From an optimization exercise on the open Yosys and OpenROAD flow, aimed at small area and few clock cycles; shortcuts taken in it are not production practice. Where RTL was checked, it was by simulation tests only, not by an equivalence proof against the original. No functional check of the RTL was part of runs 1 and 2. Power figures rest on the tool's default switching activity, not on a simulated workload.

==> flow/design.v <==
`timescale 1ns/1ps
module cmd_decode (
    input  logic                          clk,
    input  logic                          i_rst_n,
    input  logic                          i_cmd_req,
    input  logic [1:0]                    i_cmd_op,
    input  logic [15:0]                   i_scale_data,
    output logic                          o_cmd_ack,
    output logic                          o_wr_kernel,    
    output logic                          o_wr_window,    
    output logic                          o_run,          
    output logic [16-1:0]   o_scale,
    input  logic                          i_run_ok,       
    input  logic                          i_scale_ok      
);
    logic take;
    logic wrote_q;   
    assign take        = i_rst_n && i_cmd_req && !o_cmd_ack &&
                         (i_cmd_op[1] == 1'b0 ||
                          (i_cmd_op == 2'(2) && i_scale_ok) ||
                          (i_cmd_op == 2'(3) && i_run_ok && !wrote_q));
    assign o_wr_kernel = take && (i_cmd_op == 2'(0));
    assign o_wr_window = take && (i_cmd_op == 2'(1));
    assign o_run       = take && (i_cmd_op == 2'(3));
    always_ff @(posedge clk) begin
        if (!i_rst_n) begin
            o_cmd_ack <= 1'b0;
            wrote_q   <= 1'b1;   
            o_scale   <= 16'(1);   
        end else begin
            if (o_cmd_ack)
                o_cmd_ack <= i_cmd_req;   
            else
                o_cmd_ack <= take;
            wrote_q <= o_wr_kernel || o_wr_window;
            if (take && i_cmd_op == 2'(2))
                o_scale <= i_scale_data;
        end
    end
endmodule
`timescale 1ns/1ps
module tern_lane (
    input  logic                                clk,
    input  logic                                i_rst_n,
    input  logic                                i_wr_kernel,
    input  logic                                i_wr_window,
    input  logic [2-1:0]           i_sel_lane,
    input  logic [(9*8)-1:0]         i_data,       
    output logic signed [(8+4)-1:0] o_sum        
);
    localparam int KB = (9*2);
    localparam int WB = (9*8);
    localparam int FW = 8;
    localparam int NT = 9;
    localparam int SW = (8+4);
    localparam logic [SW-1:0] OFS = (1 << SW) - NT * (1 << (FW-1));
    logic [KB-1:0] kern_q [4];
    logic [WB-1:0] win_q  [4];
    logic [3:0]    wvld_q;       
    logic [1:0]    rot_q;        
    logic [1:0]    dst;          
    logic [KB-1:0] kern_d;
    assign dst = i_sel_lane + rot_q + 2'd1;
    always_comb begin
        kern_d = i_data[KB-1:0];
        for (int t = 0; t < NT; t++)
            kern_d[2*t] = i_data[2*t] & i_rst_n;
    end
    always_ff @(posedge clk) begin
        if (!i_rst_n)
            rot_q <= 2'd0;
        else
            rot_q <= rot_q + 2'd1;
    end
    for (genvar s = 0; s < 4; s++) begin : g_slot
        localparam int P = (s + 3) % 4;   
        localparam bit INV = (s % 2) == 1;
        logic hit_k, hit_w;
        assign hit_k = !i_rst_n || (i_wr_kernel && dst == 2'(s));
        assign hit_w = i_wr_window && dst == 2'(s);
        always_ff @(posedge clk) begin
            kern_q[s] <= ~(hit_k ? (INV ? kern_d : ~kern_d) : kern_q[P]);
            win_q[s]  <= ~(hit_w ? (INV ? i_data : ~i_data) : win_q[P]);
            wvld_q[s] <= i_rst_n && (hit_w || wvld_q[P]);
        end
    end
    logic [FW-1:0] u   [NT];
    logic [NT-1:0] cin;
    always_comb begin
        logic          z, n;
        logic [FW-1:0] y;
        for (int t = 0; t < NT; t++) begin
            z      = kern_q[0][2*t] & wvld_q[0];
            n      = kern_q[0][2*t+1];
            y      = (win_q[0][FW*t +: FW] ^ {FW{n}}) & {FW{z}};
            u[t]   = {~y[FW-1], y[FW-2:0]};
            cin[t] = z & n;
        end
    end
    always_comb begin
        o_sum = OFS;
        for (int t = 0; t < NT; t++)
            o_sum = o_sum + {{(SW-FW){1'b0}}, u[t]} + {{(SW-1){1'b0}}, cin[t]};
    end
endmodule
`timescale 1ns/1ps
module chan_accum (
    input  logic                                   clk,
    input  logic                                   i_rst_n,
    input  logic signed [(8+4)-1:0]  i_lane_sum,   
    input  logic                                   i_run,
    input  logic signed [16-1:0]     i_scale,
    output logic                                   o_run_ok,
    output logic                                   o_scale_ok,
    output logic                                   o_res_req,
    input  logic                                   i_res_ack,
    output logic [32-1:0]           o_res_data
);
    localparam int CW = ((8+4)+2);   
    localparam int SC = 16;      
    localparam int PW = CW + 3;                
    localparam int QW = PW + SC - 4;           
    logic signed [(8+4)-1:0] hist_q;   
    logic signed [CW-1:0]                  acc_q;    
    logic [1:0]                            cnt_q;    
    logic [2:0]                            mcnt_q;   
    logic [QW-1:0]                         prod_q;   
    logic                                  bm1_q;    
    logic                                  tset_q;   
    logic                                  pend_q;   
    logic                                  drop_q;   
    logic                                  acc_last;
    logic                                  mul_last;
    logic                                  reg_free;    
    logic                                  mul_start;
    assign acc_last = (cnt_q == 2'd1);
    assign mul_last = (mcnt_q == 3'd1);
    assign reg_free  = (mcnt_q == 3'd0) && !pend_q && (!o_res_req || i_res_ack);
    assign mul_start = (acc_last || tset_q) && reg_free;
    always_ff @(posedge clk)
        hist_q <= i_lane_sum;
    localparam int LW = (8+4);
    logic signed [CW-1:0] acc_base;   
    logic signed [CW-1:0] lane_ext;
    assign acc_base = i_run ? {{(CW-LW){hist_q[LW-1]}}, hist_q} : acc_q;
    assign lane_ext = {{(CW-LW){i_lane_sum[LW-1]}}, i_lane_sum};
    always_ff @(posedge clk) begin
        if (i_run || cnt_q != 2'd0)
            acc_q <= acc_base + lane_ext;
    end
    logic [SC-1:0]        lo;
    logic signed [SC-1:0] hi;
    logic [2:0]           dg0, dg1;
    logic [PW-1:0]        pp0, pp1;
    logic                 n0, n1;
    logic signed [PW-1:0] step_sum;
    assign lo  = prod_q[SC-1:0];
    assign hi  = {{(32-QW){prod_q[QW-1]}}, prod_q[QW-1:SC]};
    assign dg0 = {lo[1], lo[0], bm1_q};
    assign dg1 = {lo[3], lo[2], lo[1]};
    logic [PW-1:0] m1, m2;   
    assign m1 = {{(PW-CW){acc_q[CW-1]}}, acc_q};
    assign m2 = {m1[PW-2:0], 1'b0};
    logic [PW-1:0] mag0, mag1;
    assign mag0 = (dg0[0] ^ dg0[1]) ? m1 : (dg0[2] ^ dg0[1]) ? m2 : '0;
    assign mag1 = (dg1[0] ^ dg1[1]) ? m1 : (dg1[2] ^ dg1[1]) ? m2 : '0;
    assign n0  = dg0[2];
    assign n1  = dg1[2];
    assign pp0 = mag0 ^ {PW{n0}};
    assign pp1 = mag1 ^ {PW{n1}};
    logic [PW-1:0] hi_ext;
    assign hi_ext   = {hi[SC-1], hi};
    assign step_sum = hi_ext + pp0 + {{(PW-1){1'b0}}, n0} + {pp1[PW-3:0], 2'b00} + {{(PW-3){1'b0}}, n1, 2'b00};
    always_ff @(posedge clk) begin
        if (mul_start) begin
            prod_q     <= {{(QW-SC){1'b0}}, i_scale};
            bm1_q      <= 1'b0;
        end else if (mcnt_q != 3'd0) begin
            prod_q     <= {step_sum, lo[SC-1:4]};
            bm1_q      <= lo[3];
        end
    end
    always_ff @(posedge clk) begin
        if (!i_rst_n) begin
            cnt_q     <= 2'd0;
            mcnt_q    <= 3'd0;
            tset_q    <= 1'b0;
            pend_q    <= 1'b0;
            drop_q    <= 1'b0;
            o_res_req <= 1'b0;
        end else begin
            if (i_run)
                cnt_q <= 2'd2;
            else if (cnt_q != 2'd0)
                cnt_q <= cnt_q - 2'd1;
            tset_q <= (acc_last || tset_q) && !reg_free;
            if (mul_start)
                mcnt_q <= 3'd4;
            else if (mcnt_q != 3'd0)
                mcnt_q <= mcnt_q - 3'd1;
            if (o_res_req) begin
                if (i_res_ack) begin
                    o_res_req <= 1'b0;
                    drop_q    <= 1'b1;
                end
            end else if (drop_q) begin
                if (!i_res_ack)
                    drop_q <= 1'b0;
            end else if (mul_last || pend_q) begin
                o_res_req <= 1'b1;
                pend_q    <= 1'b0;
            end
            if (mul_last && (o_res_req || drop_q))
                pend_q <= 1'b1;
        end
    end
    assign o_run_ok   = (cnt_q == 2'd0) && !tset_q && (mcnt_q <= 3'd1);
    assign o_scale_ok = (cnt_q != 2'd2) && !((acc_last || tset_q) && !reg_free);
    assign o_res_data = {{(32-QW){prod_q[QW-1]}}, prod_q};
endmodule
`timescale 1ns/1ps
module dla_top (
    input  logic                            clk,
    input  logic                            i_rst_n,
    input  logic                            i_cmd_req,
    input  logic [1:0]                      i_cmd_op,
    input  logic [2-1:0]       i_cmd_lane,
    input  logic [(9*8)-1:0]     i_cmd_data,
    output logic                            o_cmd_ack,
    output logic                            o_res_req,
    input  logic                            i_res_ack,
    output logic [32-1:0]    o_res_data
);
    logic                                     wr_kernel;
    logic                                     wr_window;
    logic                                     run;
    logic                                     run_ok;
    logic                                     scale_ok;
    logic [16-1:0]              scale;
    logic signed [(8+4)-1:0]    lane_sum;
    cmd_decode instruction_decoder (
        .clk          (clk),
        .i_rst_n      (i_rst_n),
        .i_cmd_req    (i_cmd_req),
        .i_cmd_op     (i_cmd_op),
        .i_scale_data (i_cmd_data[16-1:0]),
        .o_cmd_ack    (o_cmd_ack),
        .o_wr_kernel  (wr_kernel),
        .o_wr_window  (wr_window),
        .o_run        (run),
        .o_scale      (scale),
        .i_run_ok     (run_ok),
        .i_scale_ok   (scale_ok)
    );
    tern_lane ternary_lanes (
        .clk         (clk),
        .i_rst_n     (i_rst_n),
        .i_wr_kernel (wr_kernel),
        .i_wr_window (wr_window),
        .i_sel_lane  (i_cmd_lane),
        .i_data      (i_cmd_data),
        .o_sum       (lane_sum)
    );
    chan_accum channel_adder_tree (
        .clk        (clk),
        .i_rst_n    (i_rst_n),
        .i_lane_sum (lane_sum),
        .i_run      (run),
        .i_scale    (scale),
        .o_run_ok   (run_ok),
        .o_scale_ok (scale_ok),
        .o_res_req  (o_res_req),
        .i_res_ack  (i_res_ack),
        .o_res_data (o_res_data)
    );
endmodule
==> flow/run.sh <==
#!/bin/bash
# synth_recipe.tcl (not shown) runs the flow's synth.tcl, then flattens the netlist and writes it again
# the make line also repeats each setting of config.mk as NAME=value (left out here)
make -C /OpenROAD-flow-scripts/flow DESIGN_CONFIG=/design/flow/config.mk WORK_HOME=/design/flow/orfs CLKGATE_MAP_FILE= SYNTH_SCRIPT=/design/flow/synth_recipe.tcl finish
==> flow/config.mk <==
export PLATFORM = sky130hd
export DESIGN_NAME = dla_top
export DESIGN_NICKNAME = dla_top
export VERILOG_FILES = /design/flow/design.v
export SDC_FILE = /design/flow/constraint.sdc
export NUM_CORES = 4
export LEC_CHECK = 0
export ABC_AREA = 1
export CAP_MARGIN = 20
export CORE_MARGIN = 2
export CORE_UTILIZATION = 40
export CTS_BUF_LIST = sky130_fd_sc_hd__clkbuf_4 sky130_fd_sc_hd__clkbuf_8
export SLEW_MARGIN = 20
==> flow/constraint.sdc <==
create_clock -name core_clock -period 12.0 [get_ports {clk}]
set_input_delay 2.4000 -clock core_clock [delete_from_list [all_inputs] [get_ports {clk}]]
set_output_delay 2.4000 -clock core_clock [all_outputs]
set_load 0.01 [all_outputs]
==> reports/results.tsv, run 1 <==
metric	value	unit
max_freq	148.6	MHz
cts_htree_levels	3	
crit_required	12.39	ns
synth_compound_area_frac	0.1669	
ys_ff_latch	449	
synth_nets	2560	
initial_core_util	0.4041	
layout_setup_ws	5.272	ns
grtUsageMet3	0.03493	
dieHeight	228.7	um
synthAdderAreaFrac	0.1185	
grt_pass1_vias	14710	
area_delta_synth_final	15.62	%
placed_cells	3015	
hold_buffers	0	
syn_inst	2335	
synth_edf_count	30	
io_pins	114	
grt_max_degree	94	
clock_path_buffers	3	
crit_path_start_kind	flip-flop	
dieArea	52290	um2
cts_resized	0	
synth.area.mux_share	0.01438	
finalCritPeriodShare	0.5607	
overflow	0	
worst_ep_arrival_time	7.12	ns
coreArea	49970	um2
grt_pass1_wl	78400	um
drive_gt1_frac	0.08816	
synth_top_family_by_area	compound AO/OA/AOI/OAI gates	
setup_viol	0	
synth_xor_area_frac	0.03166	
max-vdd-ir-drop	0.0002536	V
crit_path_end_kind	flip-flop	
cts.sinks	449	
status	complete, no violations	
dpl.hpwl	35450	um
drtIter0Drc	986	
ys_seq_area_frac	0.4600	
vias	15180	
insertion_delay	0.64	ns
rsz0062_at_grt	no	
synth.cell_area	20190	um2
die_w	228.7	um
met1_usage	0.2436	
cts_tree	yes	
drt-total-wl	49210	um
grt.busiest_layer	met2	
crit_fanout	13	
row_count	82	
relSlewSlack	0.2943	
path_clk_slew	0.06	ns
cts_root_buf	clkbuf_8	
crit_type	reg2reg	
gr-usage-met2	0.3144	
skew	0.02330	ns
ys.flop_type	dfxtp_1	
place_ws	5.296	ns
cts_setup_buffers	0	
fin_cells	3157	
io_buffers	113	
slew_viol_final	0	
grt_use_total	0.1877	
n_fill_cell	4812	
avgSynthCellArea	8.647	um2
layout.nets	2648	
drcViolationCount	0	
antenna_found_initial	1	
first_pass_iters	7	
finalPower	6.800	mW
antenna_left	0	
cts_made_buffers	78	
yosysWarningCount	6	
ys_async_sr_fraction	0	
p_per_area	291.3	nW/um2
worst_pin_slew	1.059	ns
yosys.cell_types.count	46	
gp_congestion	0.8956	
vias_per_cell	4.808	
min_period	6.728	ns
p_leak	10.73	nW
setup_tns	0	ns
finalHoldViolations	0	
yosys.area_share.simple	0.1316	
whs	0.3957	ns
hold_path.class	reg2reg	
wl_per_cell	15.59	um
max_cap_violations	0	
[placed cells by master, fill, tap and decap left out, types with 5 or more instances in the layout]
master / n
nor3_1: 5
mux2i_1: 29
o21ai_2: 47
inv_1: 245
clkbuf_4: 22
dfxtp_1: 419
o22ai_1: 13
clkinv_2: 10
buf_4: 9
nor2_1: 308
fa_1: 77
xor2_1: 38
a21oi_1: 360
o211ai_1: 5
nand4_1: 11
edfxtp_1: 30
nand2_1: 271
o21ai_1: 7
ha_1: 68
clkdlybuf4s50_1: 113
nand3_1: 36
nand2_2: 5
o21bai_1: 5
o21ai_0: 167
clkbuf_8: 102
xnor2_1: 35
[synth_stat cells (38+ instances only)]
library cell  count  area share
o21ai_2          47       0.020
nor2_1          308       0.057
ha_1             68       0.042
dfxtp_1         419        0.42
o21ai_0         167       0.041
buf_2            51       0.013
fa_1             77       0.076
inv_1           245       0.046
a21oi_1         360       0.089
nand3_1          39      0.0097
xor2_1           38       0.016
nand2_1         271       0.050
[power by group]
part	internal, mW	leakage (nW)	switching, mW
registers	1.96	3.87	0.234
clock network	0.852	0.904	0.618
logic	1.30	5.95	1.84
[through the flow]
stage | cell area (um2) | utilization
floorplan | 20190 | -
global placement | 21650 | 0.4333
detailed placement | 21650 | 0.4333
CTS | 23340 | 0.4672
global route | 23340 | 0.4672
finish | 23340 | 0.4672
[state kept, by name, indices dropped and copies added (netlist names), 2 cells and up]
register                     count
channel_adder_tree.acc_q        14
channel_adder_tree.mcnt_q        3
ternary_lanes.kern_q            72
channel_adder_tree.cnt_q         2
ternary_lanes.rot_q              2
ternary_lanes.win_q            288
channel_adder_tree.hist_q       12
instruction_decoder.o_scale     16
channel_adder_tree.prod_q       29
ternary_lanes.wvld_q             4
[final timing paths]
path	start	to	slack (ns)	cells after the start
max	ternary_lanes.wvld_q[0]	channel_adder_tree.acc_q[13]	5.27	27
min reg2reg	ternary_lanes.win_q[1][21]	ternary_lanes.win_q[2][21]	0.40	1
max reg2reg	ternary_lanes.wvld_q[0]	channel_adder_tree.acc_q[13]	5.27	27
min	ternary_lanes.win_q[1][21]	ternary_lanes.win_q[2][21]	0.40	1
[per-layer routing]
layer | share of wire | up-vias
li1 | - | 7786
met5 | 0 | -
met3 | 0.035 | 68
met1 | 0.46 | 7071
met4 | 0.020 | 0
met2 | 0.48 | 255
[final cells by class]
type | instances | area [um2] | area share
Inverter | 247 | 927.1 | 0.03971
Multi-Input combinational cell | 1525 | 9394 | 0.4024
Tap cell | 672 | 840.8 | 0.03602
Antenna cell | 1 | 2.502 | 0.0001072
Clock buffer | 124 | 1569 | 0.06721
Clock inverter | 17 | 123.9 | 0.005306
Sequential cell | 449 | 9289 | 0.3979
Timing Repair Buffer | 122 | 1199 | 0.05135
[critical path: stages, from the launching register on]
cell,delay (ns)
dfxtp_1,0.64
nand2_1,0.32
a21oi_1,0.19
o21ai_0,0.16
fa_1,0.62
fa_1,0.44
fa_1,0.51
fa_1,0.43
fa_1,0.49
inv_1,0.04
ha_1,0.23
fa_1,0.52
a21oi_1,0.23
o211a_1,0.18
xor2_1,0.15
inv_1,0.08
ha_1,0.35
nand2_1,0.07
nor2_1,0.12
nand3_1,0.10
nand4_1,0.14
nand2_1,0.07
inv_1,0.06
nand3_1,0.07
nand2_1,0.11
nand2_1,0.07
nand3_1,0.07
nand2_1,0.05
[cell families after synthesis]
logic type               count (synthesis)
flip-flops                             449
multiplexers                            29
adder cells (fa/ha/maj)                145
AND/OR/NAND/NOR                        657
XOR/XNOR                                73
buffers and inverters                  361
AO/OA/AOI/OAI                          621
==> inputs of run 2 (changes only) <==
--- a/flow/config.mk
+++ b/flow/config.mk
@@ -8,6 +8,8 @@
 export ABC_AREA = 1
 export CAP_MARGIN = 20
 export CORE_MARGIN = 2
-export CORE_UTILIZATION = 40
-export CTS_BUF_LIST = sky130_fd_sc_hd__clkbuf_4 sky130_fd_sc_hd__clkbuf_8
+export CORE_UTILIZATION = 60
+export CTS_BUF_LIST = sky130_fd_sc_hd__clkbuf_16
+export CTS_CLUSTER_DIAMETER = 60
+export CTS_CLUSTER_SIZE = 30
 export SLEW_MARGIN = 20
==> reports/results.tsv, run 2 <==
metric	value	unit
synth_edf_count	30	
crit_path_start_kind	flip-flop	
synth.cell_area	20190	um2
ys.flop_type	dfxtp_1	
final_common_cell	dfxtp_1	
clock_path_buffers	3	
antenna_cells	0	
ys_ff_latch	449	
largest_register_ff_count	288	
fin_util	0.6760	
yosys.cell_types.count	46	
drcViolationCount	0	
layout_common_cells	dfxtp_1 (419), a21oi_1 (360), nor2_1 (308)	
finalHoldViolations	0	
cts_htree_levels	1	
antenna_found_initial	0	
wl_per_cell	16.04	um
cts_root_buf	clkbuf_16	
reg_top3	ternary_lanes.win_q x288, ternary_lanes.kern_q x72, channel_adder_tree.prod_q x29	
slowest_delay	0.63	ns
synth_nets	2560	
grt_pass1_vias	14530	
overflow	0	
rsz0062_at_grt	no	
io_pins	114	
vias	15090	
cts_setup_buffers	0	
finalCritPeriodShare	0.5535	
p_leak	10.38	nW
max_cap_violations	0	
insertion_delay	0.60	ns
finalInstanceArea	22550	um2
whs_path_depth	1	
coreArea	33360	um2
setup_viol	0	
postPlaceCellArea	21380	um2
area_delta_synth_final	11.69	%
worst_ep_arrival_time	7.00	ns
ys_seq_area_frac	0.4600	
synth.area.top_cells	dfxtp_1 (42%), a21oi_1 (8.9%), fa_1 (7.6%)	
drtIter0Drc	904	
antenna_left	0	
dpl.hpwl	32860	um
status	complete, no violations	
syn_inst	2335	
largest_register	ternary_lanes.win_q	
synth_common_cells	dfxtp_1 (419), a21oi_1 (360), nor2_1 (308)	
first_pass_iters	6	
cts_made_buffers	31	
cts.sinks	449	
p_per_area	286.2	nW/um2
relSlewSlack	0.3572	
gp_congestion	0.9401	
crit_path_end_kind	flip-flop	
reg2reg_depth	27	
io_buffers	113	
vias_per_cell	5.297	
max_freq	150.6	MHz
min_period	6.642	ns
path_clk_slew	0.09	ns
critPathSlowestCell	dfxtp_1	
fin_cells	2849	
layout.nets	2602	
hold_path.class	reg2reg	
grt_use_total	0.2630	
dieHeight	187.4	um
hold_buffers	0	
initial_core_util	0.6052	
slew_viol_final	0	
row_count	67	
avgSynthCellArea	8.647	um2
skew	0.02569	ns
crit_fanout	13	
die_w	187.4	um
synth_top_area_frac	0.4154	
placed_cells	2792	
grt_pass1_wl	74780	um
worst_pin_slew	0.9642	ns
cts_tree	yes	
finalPower	6.456	mW
max-vdd-ir-drop	0.0003603	V
drt-total-wl	45690	um
cts_resized	0	
ys_async_sr_fraction	0	
synth_area_leader_cell	dfxtp_1	
synth_most_common_cell	dfxtp_1	
yosysWarningCount	6	
dieArea	35140	um2
drive_gt1_frac	0.05748	
crit_type	reg2reg	
crit_required	12.36	ns
grt_max_degree	90	
setup_tns	0	ns
[run 2: cell counts after synthesis]
Identical to the previous run, type by type.
[run 2: logic make-up after synthesis]
group | after synthesis | share of synthesized area
multiplexers | 29 | 0.01438
buffers and inverters | 361 | 0.07696
adder cells (fa/ha/maj) | 145 | 0.1185
AND/OR/NAND/NOR | 657 | 0.1316
flip-flops | 449 | 0.4600
AO/OA/AOI/OAI | 621 | 0.1669
XOR/XNOR | 73 | 0.03166
[run 2: cell type report]
type | count | area [um2]
Clock buffer | 31 | 775.7
Clock inverter | 26 | 400.4
Fill cell | 2767 | 10810
Inverter | 247 | 927.1
Multi-Input combinational cell | 1525 | 9394
Sequential cell | 449 | 9289
Tap cell | 448 | 560.5
Timing Repair Buffer | 123 | 1206
[run 2: layer usage]
| layer | routed length (um) | vias up | global-route usage | share of wire |
|---|---|---|---|---|
| met2 | 21180 | 356 | 0.4417 | 0.46 |
| met1 | 20930 | 7008 | 0.3590 | 0.46 |
| met5 | 0 | - | 0 | 0 |
| li1 | - | 7653 | - | - |
| met4 | 1245 | 0 | 0.06935 | 0.027 |
| met3 | 2340 | 74 | 0.03696 | 0.051 |
[run 2: per-stage QoR]
step           hold slack [ns]  setup WS (ns)
5_1_grt                 0.4032          4.795
4_1_cts                 0.3921          5.381
6_report                0.3898          5.358
3_3_place_gp            0.3835          5.527
3_5_place_dp            0.3891          5.411
2_1_floorplan           0.3831          5.880
[run 2: worst paths after layout]
path	start	slack, ns	endpoint
setup / recovery	ternary_lanes.wvld_q[0]	5.36	channel_adder_tree.acc_q[13]
hold / removal	ternary_lanes.win_q[2][6]	0.39	ternary_lanes.win_q[3][6]
setup reg to reg	ternary_lanes.wvld_q[0]	5.36	channel_adder_tree.acc_q[13]
hold reg to reg	ternary_lanes.win_q[2][6]	0.39	ternary_lanes.win_q[3][6]
[run 2: critical path, delay by kind of cell, from the launching register on]
family	cells	cell delay, ns
adder cells (fa/ha/maj)	8	3.54
AND/OR/NAND/NOR	11	1.19
AO/OA/AOI/OAI	4	0.75
flip-flops	1	0.63
buffers and inverters	3	0.16
XOR/XNOR	1	0.14
[run 2: power by group]
group          leakage (nW)  total, mW  switching [mW]  internal, mW
logic                  5.96       3.11            1.81          1.30
clock network         0.549       1.17           0.635         0.533
registers              3.87       2.18           0.230          1.95
total                  10.4       6.46            2.67          3.78
==> inputs of run 3 (changes only) <==
--- a/flow/design.v
+++ b/flow/design.v
@@ -10,15 +10,12 @@
     output logic                          o_wr_window,    
     output logic                          o_run,          
     output logic [16-1:0]   o_scale,
-    input  logic                          i_run_ok,       
-    input  logic                          i_scale_ok      
+    input  logic                          i_run_ok        
 );
     logic take;
     logic wrote_q;   
     assign take        = i_rst_n && i_cmd_req && !o_cmd_ack &&
-                         (i_cmd_op[1] == 1'b0 ||
-                          (i_cmd_op == 2'(2) && i_scale_ok) ||
-                          (i_cmd_op == 2'(3) && i_run_ok && !wrote_q));
+                         (i_cmd_op != 2'(3) || (i_run_ok && !wrote_q));
     assign o_wr_kernel = take && (i_cmd_op == 2'(0));
     assign o_wr_window = take && (i_cmd_op == 2'(1));
     assign o_run       = take && (i_cmd_op == 2'(3));
@@ -111,7 +108,6 @@
     input  logic                                   i_run,
     input  logic signed [16-1:0]     i_scale,
     output logic                                   o_run_ok,
-    output logic                                   o_scale_ok,
     output logic                                   o_res_req,
     input  logic                                   i_res_ack,
     output logic [32-1:0]           o_res_data
@@ -119,24 +115,17 @@
     localparam int CW = ((8+4)+2);   
     localparam int SC = 16;      
     localparam int PW = CW + 3;                
-    localparam int QW = PW + SC - 4;           
     logic signed [(8+4)-1:0] hist_q;   
     logic signed [CW-1:0]                  acc_q;    
     logic [1:0]                            cnt_q;    
     logic [2:0]                            mcnt_q;   
-    logic [QW-1:0]                         prod_q;   
     logic                                  bm1_q;    
-    logic                                  tset_q;   
     logic                                  pend_q;   
     logic                                  drop_q;   
     logic                                  acc_last;
     logic                                  mul_last;
-    logic                                  reg_free;    
-    logic                                  mul_start;
     assign acc_last = (cnt_q == 2'd1);
     assign mul_last = (mcnt_q == 3'd1);
-    assign reg_free  = (mcnt_q == 3'd0) && !pend_q && (!o_res_req || i_res_ack);
-    assign mul_start = (acc_last || tset_q) && reg_free;
     always_ff @(posedge clk)
         hist_q <= i_lane_sum;
     localparam int LW = (8+4);
@@ -154,8 +143,8 @@
     logic [PW-1:0]        pp0, pp1;
     logic                 n0, n1;
     logic signed [PW-1:0] step_sum;
-    assign lo  = prod_q[SC-1:0];
-    assign hi  = {{(32-QW){prod_q[QW-1]}}, prod_q[QW-1:SC]};
+    assign lo  = o_res_data[SC-1:0];
+    assign hi  = o_res_data[32-1:SC];
     assign dg0 = {lo[1], lo[0], bm1_q};
     assign dg1 = {lo[3], lo[2], lo[1]};
     logic [PW-1:0] m1, m2;   
@@ -172,11 +161,11 @@
     assign hi_ext   = {hi[SC-1], hi};
     assign step_sum = hi_ext + pp0 + {{(PW-1){1'b0}}, n0} + {pp1[PW-3:0], 2'b00} + {{(PW-3){1'b0}}, n1, 2'b00};
     always_ff @(posedge clk) begin
-        if (mul_start) begin
-            prod_q     <= {{(QW-SC){1'b0}}, i_scale};
+        if (i_run) begin
+            o_res_data <= {{(32-SC){1'b0}}, i_scale};
             bm1_q      <= 1'b0;
         end else if (mcnt_q != 3'd0) begin
-            prod_q     <= {step_sum, lo[SC-1:4]};
+            o_res_data <= {{(32-PW-12){step_sum[PW-1]}}, step_sum, lo[SC-1:4]};
             bm1_q      <= lo[3];
         end
     end
@@ -184,7 +173,6 @@
         if (!i_rst_n) begin
             cnt_q     <= 2'd0;
             mcnt_q    <= 3'd0;
-            tset_q    <= 1'b0;
             pend_q    <= 1'b0;
             drop_q    <= 1'b0;
             o_res_req <= 1'b0;
@@ -193,8 +181,7 @@
                 cnt_q <= 2'd2;
             else if (cnt_q != 2'd0)
                 cnt_q <= cnt_q - 2'd1;
-            tset_q <= (acc_last || tset_q) && !reg_free;
-            if (mul_start)
+            if (acc_last)
                 mcnt_q <= 3'd4;
             else if (mcnt_q != 3'd0)
                 mcnt_q <= mcnt_q - 3'd1;
@@ -214,9 +201,8 @@
                 pend_q <= 1'b1;
         end
     end
-    assign o_run_ok   = (cnt_q == 2'd0) && !tset_q && (mcnt_q <= 3'd1);
-    assign o_scale_ok = (cnt_q != 2'd2) && !((acc_last || tset_q) && !reg_free);
-    assign o_res_data = {{(32-QW){prod_q[QW-1]}}, prod_q};
+    assign o_run_ok = (cnt_q == 2'd0) && (mcnt_q == 3'd0) && !pend_q &&
+                      (!o_res_req || i_res_ack);
 endmodule
 `timescale 1ns/1ps
 module dla_top (
@@ -235,7 +221,6 @@
     logic                                     wr_window;
     logic                                     run;
     logic                                     run_ok;
-    logic                                     scale_ok;
     logic [16-1:0]              scale;
     logic signed [(8+4)-1:0]    lane_sum;
     cmd_decode instruction_decoder (
@@ -249,8 +234,7 @@
         .o_wr_window  (wr_window),
         .o_run        (run),
         .o_scale      (scale),
-        .i_run_ok     (run_ok),
-        .i_scale_ok   (scale_ok)
+        .i_run_ok     (run_ok)
     );
     tern_lane ternary_lanes (
         .clk         (clk),
@@ -268,7 +252,6 @@
         .i_run      (run),
         .i_scale    (scale),
         .o_run_ok   (run_ok),
-        .o_scale_ok (scale_ok),
         .o_res_req  (o_res_req),
         .i_res_ack  (i_res_ack),
         .o_res_data (o_res_data)
--- a/flow/config.mk
+++ b/flow/config.mk
@@ -8,8 +8,5 @@
 export ABC_AREA = 1
 export CAP_MARGIN = 20
 export CORE_MARGIN = 2
-export CORE_UTILIZATION = 60
-export CTS_BUF_LIST = sky130_fd_sc_hd__clkbuf_16
-export CTS_CLUSTER_DIAMETER = 60
-export CTS_CLUSTER_SIZE = 30
+export CORE_UTILIZATION = 40
 export SLEW_MARGIN = 20
==> reports/results.tsv, run 3 <==
metric	value	unit
status	complete, no violations	
vias	15300	
fin_cells	3116	
worstHoldStart	ternary_lanes.win_q[2][64]	
reg2reg_slack	5.16	ns
max_freq	146.3	MHz
ys.flop_type	dfxtp_1	
synth_common_cells	dfxtp_1 (418), nand2_1 (378), a21oi_1 (350)	
first_pass_iters	5	
max_cap_violations	0	
crit_type	reg2reg	
synth.cell_area	20000	um2
dieArea	51800	um2
finalInstanceArea	23110	um2
io_buffers	113	
coreArea	49150	um2
gp_congestion	0.8782	
clock_path_buffers	3	
crit_path_end_kind	flip-flop	
cts_resized	0	
whs_path_depth	1	
ys_seq_area_frac	0.4635	
antenna_found_initial	0	
cts_htree_levels	2	
grt_max_degree	105	
grt_pass1_vias	14850	
ys_ff_latch	448	
grt_use_total	0.1984	
slew_viol_final	0	
row_count	81	
drt-total-wl	50470	um
synth_most_common_cell	dfxtp_1	
final_common_cell	dfxtp_1	
worst_ep_arrival_time	7.18	ns
skew	0.01551	ns
path_clk_slew	0.06	ns
min_period	6.835	ns
antenna_left	0	
antenna_cells	0	
largest_register	ternary_lanes.win_q	
cts_made_buffers	47	
crit_fanout	14	
crit_path_start_kind	flip-flop	
drcViolationCount	0	
dieHeight	227.6	um
p_per_area	303.0	nW/um2
cts.sinks	448	
vias_per_cell	4.910	
cts_setup_buffers	0	
layout_common_cells	dfxtp_1 (418), nand2_1 (378), a21oi_1 (350)	
max-vdd-ir-drop	0.0002846	V
grt_pass1_wl	80450	um
setup_tns	0	ns
placed_cells	3031	
ys_async_sr_fraction	0	
cts_root_buf	clkbuf_16	
setup_viol	0	
worst_pin_slew	1.023	ns
synth.area.top_cells	dfxtp_1 (42%), a21oi_1 (8.8%), fa_1 (7.7%)	
hold_end	ternary_lanes.win_q[3][64]	
cts_tree	yes	
largest_register_ff_count	288	
overflow	0	
crit_required	12.34	ns
synth_top_area_frac	0.4184	
area_delta_synth_final	15.55	%
avgSynthCellArea	8.495	um2
reg2reg_depth	27	
postPlaceCellArea	21510	um2
finalCritPeriodShare	0.5696	
syn_inst	2354	
yosys.cell_types.count	47	
rr_startpoint	ternary_lanes.wvld_q[0]	
whs	0.3917	ns
drive_gt1_frac	0.04445	
yosysWarningCount	6	
die_w	227.6	um
drtIter0Drc	1000	
hold_buffers	0	
finalHoldViolations	0	
initial_core_util	0.4068	
reg_top3	ternary_lanes.win_q x288, ternary_lanes.kern_q x72, channel_adder_tree.o_res_data x29	
synth_nets	2579	
layout_setup_ws	5.165	ns
dpl.hpwl	36870	um
wl_per_cell	16.20	um
synth_edf_count	30	
relSlewSlack	0.3179	
io_pins	114	
hold_path.class	reg2reg	
insertion_delay	0.58	ns
synth_area_leader_cell	dfxtp_1	
rsz0062_at_grt	no	
r2r_end	channel_adder_tree.acc_q[13]	
p_leak	10.79	nW
place_ws	5.109	ns
layout.nets	2641	
## run 3: changes by cell type in the layout (fill, tap and decap cells not counted), sizes merged, moves of 12 or more
| cell | delta |
|---|---|
| nand2 | +98 |
| clkbuf | +39 |
| nor2 | -37 |
| inv | -13 |
| o21ai | -12 |
| xnor2 | -12 |
## run 3: critical path: stages (launching register included)
cell      delay, ns
dfxtp_1        0.62
nand2_1        0.33
a21oi_1        0.19
o21ai_0        0.17
fa_1           0.64
fa_1           0.46
fa_1           0.53
fa_1           0.43
fa_1           0.49
inv_1          0.04
ha_1           0.22
fa_1           0.50
a21oi_1        0.25
nor2_1         0.06
nor2_1         0.12
xnor2_1        0.18
ha_1           0.32
a21oi_1        0.14
a21boi_0       0.24
nand3_1        0.16
nand2_1        0.08
inv_1          0.03
nand3_1        0.06
nand2_1        0.08
nand2_1        0.08
nand2_1        0.05
nand2_1        0.05
nand2_1        0.05
## run 3: power by group
group / switching, mW / total (mW) / internal [mW]
clock: 0.605 / 1.48 / 0.876
combinational: 2.01 / 3.27 / 1.27
sequential: 0.256 / 2.25 / 1.99
## run 3: final cells by class
class / count / area [um2]
multi-input cells: 1555 / 9295
repair buffers: 123 / 1210
inverters: 241 / 905.9
well taps: 664 / 830.8
fillers: 4736 / 26050
clock buffers: 70 / 1436
clock inverters: 15 / 160.2
flip-flops and latches: 448 / 9269
## run 3: worst max path at each step
stage / start / endpoint / slack (ns) / depth (start not counted)
floorplan: ternary_lanes.wvld_q[0] / channel_adder_tree.acc_q[13] / 5.83 / 30
global placement: ternary_lanes.wvld_q[0] / channel_adder_tree.acc_q[13] / 5.16 / 29
detailed placement: ternary_lanes.wvld_q[0] / channel_adder_tree.acc_q[13] / 5.11 / 27
CTS: ternary_lanes.wvld_q[0] / channel_adder_tree.acc_q[13] / 5.11 / 27
global route: ternary_lanes.wvld_q[0] / channel_adder_tree.acc_q[13] / 4.70 / 27
finish: ternary_lanes.wvld_q[0] / channel_adder_tree.acc_q[13] / 5.16 / 27
## run 3: kinds of logic after synthesis
logic type | share of synthesized area
adder cells (fa/ha/maj) | 0.1196
buffers and inverters | 0.07420
flip-flops | 0.4635
AO/OA/AOI/OAI | 0.1539
XOR/XNOR | 0.02759
multiplexers | 0.01902
AND/OR/NAND/NOR | 0.1422
## run 3: metrics by stage
stage | utilization | power, mW
final | 0.4701 | 7.000
after global placement | 0.4375 | 5.493
after global routing | 0.4701 | 7.610
after CTS | 0.4700 | 7.035
after detailed placement | 0.4375 | 5.518
after floorplan | - | 4.551
## run 3: layer usage
| layer | up-vias | global-route usage | wire length (um) |
|---|---|---|---|
| li1 | 7771 | - | - |
| met1 | 7173 | 0.2563 | 22700 |
| met2 | 281 | 0.3391 | 24450 |
| met3 | 74 | 0.03059 | 1923 |
| met4 | 0 | 0.06536 | 1398 |
| met5 | - | 0 | 0 |
Testbench counts of run 3, summed over its fixed seeds: cycles 24,647.

## port drivers added, routing unchanged
Ports are ideal in the flow. The routed layouts listed here were re-timed in OpenROAD.
Step 1 assumes that a clkbuf_16 drives the clock port and a buf_2 every other input.
Step 2 adds t to the input delays and takes it off the output delays; t is the mean of the earliest and latest rising clock arrival at the registers after step 1. Input paths then give back, and output paths get back, about the clock's delay inside the block.
Three values: ideal ports, drivers, drivers and shift; two values: the first two.
run | t, ns | setup WS [ns] | worst setup path after step 2 | clock arrival spread, ns | worst data-port slew with drivers (ns)
run 1 | 0.681 | 5.272 / 5.272 / 5.272 | register to register | 0.024 / 0.024 | 0.06
run 2 | 0.641 | 5.358 / 5.358 / 5.358 | register to register | 0.026 / 0.026 | 0.05
run 3 | 0.635 | 5.165 / 5.165 / 5.165 | register to register | 0.018 / 0.018 | 0.06
After both steps every run listed still meets setup and hold.
